From an optimization exercise on the open Yosys and OpenROAD flow, aimed at small area; shortcuts taken in it are not production practice.
In this exercise RTL edits were held to simulation tests only and were not proved equivalent to the original.
No activity file was given, so power comes from the tool's default toggle rates.

run A:
Design playfield_rotator, start of the top module:
module playfield_rotator #(
  parameter int ITER = 12,
  parameter int CW   = 11
) (
  input  logic                 clk,
  input  logic                 reset,
  input  logic [9:0]           angle,
  input  logic                 update,
  input  logic [7:0]           scale,
  output logic                 busy,
  output logic                 coef_done,
  input  logic                 pix_valid,
  input  logic signed [CW-1:0] pix_x,
  input  logic signed [CW-1:0] pix_y,
  output logic                 out_valid,
  output logic signed [CW-1:0] rx,
  output logic signed [CW-1:0] ry
);
  logic [3:0] t;
  always_ff @(posedge clk) begin
    if (reset)          t <= 4'd0;
    else if (update)    t <= 4'd1;
    else if (t != 4'd0) t <= t + 4'd1;
  end
  assign busy      = (t != 4'd0) && (t != 4'd15);
  assign coef_done = (t == 4'd15);
  wire t10    = (t == 4'd10);
  wire t11    = (t == 4'd11);
  wire t12    = (t == 4'd12);
  wire t13    = (t == 4'd13);
  wire t14    = (t == 4'd14);
  wire mwin   = t10 | t11 | t12 | t13;    
  wire commit = t14 && !update;
  logic [1:0]         quad;
  logic [7:0]         sq;
  logic               msg;        
  logic signed [15:0] cx, cy;     
  logic signed [15:0] cz;         
  function automatic logic [13:0] atan_lut(input logic [3:0] t_);
    case (t_)
      4'd1:    atan_lut = 14'd1297;
      4'd2:    atan_lut = 14'd651;
  ...
Size: about 2800 cells after synthesis, about 210 flip-flops, ~69 I/O pins, ~0.024 mm^2 of cells after synthesis.
Settings: LEC_CHECK=0, ABC_AREA=1, CAP_MARGIN=20, CORE_MARGIN=2, CORE_UTILIZATION=40, SLEW_MARGIN=20, SYNTH_HIERARCHICAL=1, SYNTH_MINIMUM_KEEP_SIZE=0; clock period 10.0 ns.
run.sh (not shown) runs the stock make flow with config.mk's settings and CLKGATE_MAP_FILE= SYNTH_SCRIPT=/design/flow/synth_recipe.tcl, a recipe that flattens the netlist after the stock synthesis.
Run A finished every stage and its layout cleared the timing, design-rule and antenna checks.
Inputs modified between run A and run B:
==> flow/flow/run.sh (new file) <==
#!/bin/bash
# The standard layout (standard.sh), with two changes:
#  - the port buffers are the smallest buffer cell (buf_1);
#  - clock tree synthesis clusters up to 30 sinks per leaf buffer and inserts no
#    dummy loads.
# standard.sh's full output goes to standard.log; ORFS keeps each step's log
# under orfs/logs.
set -e
export BUFFER_PORTS_ARGS="-buffer_cell sky130_fd_sc_hd__buf_1"
export CTS_ARGS="-sink_clustering_enable -repair_clock_nets -sink_clustering_size 30 -sink_clustering_max_diameter 100 -dont_use_dummy_load"
bash standard.sh > standard.log 2>&1
==> flow/standard.sh (new file) <==
#!/bin/bash
# synth_recipe.tcl (not shown) runs the flow's synth.tcl, then flattens the netlist and writes it again
# the make line also repeats each setting of config.mk as NAME=value (left out here)
make -C /OpenROAD-flow-scripts/flow DESIGN_CONFIG=/design/flow/config.mk WORK_HOME=/design/flow/orfs CLKGATE_MAP_FILE= SYNTH_SCRIPT=/design/flow/synth_recipe.tcl "${@:-finish}"
removed: flow/run.sh
## What came out
Looking at library cell contributing the largest single delay on the critical path, the fa_1 result is from run A; the dfxtp_2 one comes from run B. Minimum setup slack after placement ends up lower on run A. Against run A, run B comes in 2.8 points higher on net switching share of the total power. Run B ended up with cy[15] as its capturing element of the worst setup path; run A ended up with e[16]. As of run B, total chip power had fallen by a little under 10% compared to run A.
Input changes introduced in run C (baseline for comparison: run B):
# run B
export LEC_CHECK = 0
export ABC_AREA = 1
export CAP_MARGIN = 20
export CORE_MARGIN = 2
export CORE_UTILIZATION = 40
export SLEW_MARGIN = 20
export SYNTH_HIERARCHICAL = 1
export SYNTH_MINIMUM_KEEP_SIZE = 0
create_clock -name core_clock -period 10.0 [get_ports {clk}]
# run C
export LEC_CHECK = 0
export ABC_AREA = 1
export CAP_MARGIN = 20
export CORE_MARGIN = 2
export CORE_UTILIZATION = 40
export GPL_TIMING_DRIVEN = 0
export SLEW_MARGIN = 20
export SYNTH_HIERARCHICAL = 1
export SYNTH_MINIMUM_KEEP_SIZE = 0
create_clock -name core_clock -period 10.0 [get_ports {clk}]
==> flow/flow/run.sh <==
#!/bin/bash
# The standard layout (standard.sh), with these changes:
#  - the port buffers are the smallest buffer cell (buf_1);
#  - clock tree synthesis clusters up to 20 sinks per clkbuf_8 leaf buffer and inserts no
#    dummy loads.
# standard.sh's full output goes to standard.log; ORFS keeps each step's log
# under orfs/logs.
set -e
export BUFFER_PORTS_ARGS="-buffer_cell sky130_fd_sc_hd__buf_1"
export REMOVE_ABC_BUFFERS=1
export CTS_ARGS="-sink_clustering_enable -repair_clock_nets -sink_clustering_size 20 -sink_clustering_max_diameter 80 -buf_list sky130_fd_sc_hd__clkbuf_8 -root_buf sky130_fd_sc_hd__clkbuf_16 -dont_use_dummy_load"
bash standard.sh > standard.log 2>&1
Findings:
- Re total negative setup slack: no difference whatsoever between run B and run C.
- From run C to run B, sequential cell count did not move at all.
- Min number of detailed-routing iterations run before antenna repair across run B and run C: run B
[inputs] run D vs run C
# run C
export LEC_CHECK = 0
export ABC_AREA = 1
export CAP_MARGIN = 20
export CORE_MARGIN = 2
export CORE_UTILIZATION = 40
export GPL_TIMING_DRIVEN = 0
export SLEW_MARGIN = 20
export SYNTH_HIERARCHICAL = 1
export SYNTH_MINIMUM_KEEP_SIZE = 0
create_clock -name core_clock -period 10.0 [get_ports {clk}]
# run D
export LEC_CHECK = 0
export ABC_AREA = 1
export CAP_MARGIN = 20
export CORE_MARGIN = 2
export CORE_UTILIZATION = 55
export GPL_TIMING_DRIVEN = 0
export SLEW_MARGIN = 20
export SYNTH_HIERARCHICAL = 1
export SYNTH_MINIMUM_KEEP_SIZE = 0
create_clock -name core_clock -period 10.0 [get_ports {clk}]
==> flow/flow/run.sh <==
#!/bin/bash
# The standard layout (standard.sh), with these changes:
#  - the port buffers are the smallest buffer cell (buf_1);
#  - clock tree synthesis clusters up to 25 sinks per leaf buffer and inserts no
#    dummy loads.
# standard.sh's full output goes to standard.log; ORFS keeps each step's log
# under orfs/logs.
set -e
export BUFFER_PORTS_ARGS="-buffer_cell sky130_fd_sc_hd__buf_1"
export REMOVE_ABC_BUFFERS=1
export CTS_ARGS="-sink_clustering_enable -repair_clock_nets -sink_clustering_size 25 -sink_clustering_max_diameter 100 -dont_use_dummy_load"
bash standard.sh > standard.log 2>&1
### Flow results
Run D ended with every stage complete and zero timing, DRC or antenna violations. Run C has completed all stages; timing, DRC and antenna checks passed. Delta(number of buffers and inverters on the critical path, run D - run C) > 0. Multi-input gate share of total cell area (run D over run C): increase, 0.28 points. Comparing combinational power for run C and run D, the smaller number came from run C.
Inputs modified between run D and run E:
# run D
export LEC_CHECK = 0
export ABC_AREA = 1
export CAP_MARGIN = 20
export CORE_MARGIN = 2
export CORE_UTILIZATION = 55
export GPL_TIMING_DRIVEN = 0
export SLEW_MARGIN = 20
export SYNTH_HIERARCHICAL = 1
export SYNTH_MINIMUM_KEEP_SIZE = 0
create_clock -name core_clock -period 10.0 [get_ports {clk}]
# run E
export LEC_CHECK = 0
export ABC_AREA = 1
export CAP_MARGIN = 20
export CORE_MARGIN = 2
export CORE_UTILIZATION = 40
export GPL_TIMING_DRIVEN = 0
export SLEW_MARGIN = 20
export SYNTH_HIERARCHICAL = 1
export SYNTH_MINIMUM_KEEP_SIZE = 0
create_clock -name core_clock -period 10.0 [get_ports {clk}]
==> run notes <==
Against run D, cell area in run E came out worse. The sequential share of layout area was comparable across run D and run E. Half-perimeter wire length after detailed placement: run E better than run D. Final routed wire length divided by cell count of run E falls short of that of run D by a little under 10%. Run E vs run D — core region area rose about 40%. Internal power consumption down 4.7% in run E wrt run D. From run E to run D, largest net degree at the start of global routing did not move at all.

[separate check: timing with driven ports]
In the flow no input, the clock included, has a driving cell. The finished layouts below were timed again as built, in two steps. Step 1, drivers: a clkbuf_16 drives clk and a buf_2 each remaining input, both assumed. Step 2 adds t to the input delays and takes it off the output delays; t is the mean of the earliest and latest rising clock arrival at the registers after step 1. Input paths then give back, and output paths get back, about the clock's delay inside the block. Slacks: no drivers / after step 1 / after step 2; pairs: no drivers / after step 1.
| run | shift t [ns] | setup WS [ns] | worst slew at a driven data input, ns |
|---|---|---|---|
| run A | 0.604 | 0.725 / 0.725 / 0.725 | 0.04 |
| run B | 0.560 | 0.773 / 0.773 / 0.773 | 0.03 |
| run C | 0.556 | 0.389 / 0.389 / 0.389 | 0.04 |
| run D | 0.580 | 0.337 / 0.337 / 0.337 | 0.03 |
| run E | 0.566 | 0.435 / 0.435 / 0.435 | 0.04 |
After both steps setup and hold are still met in every run listed.
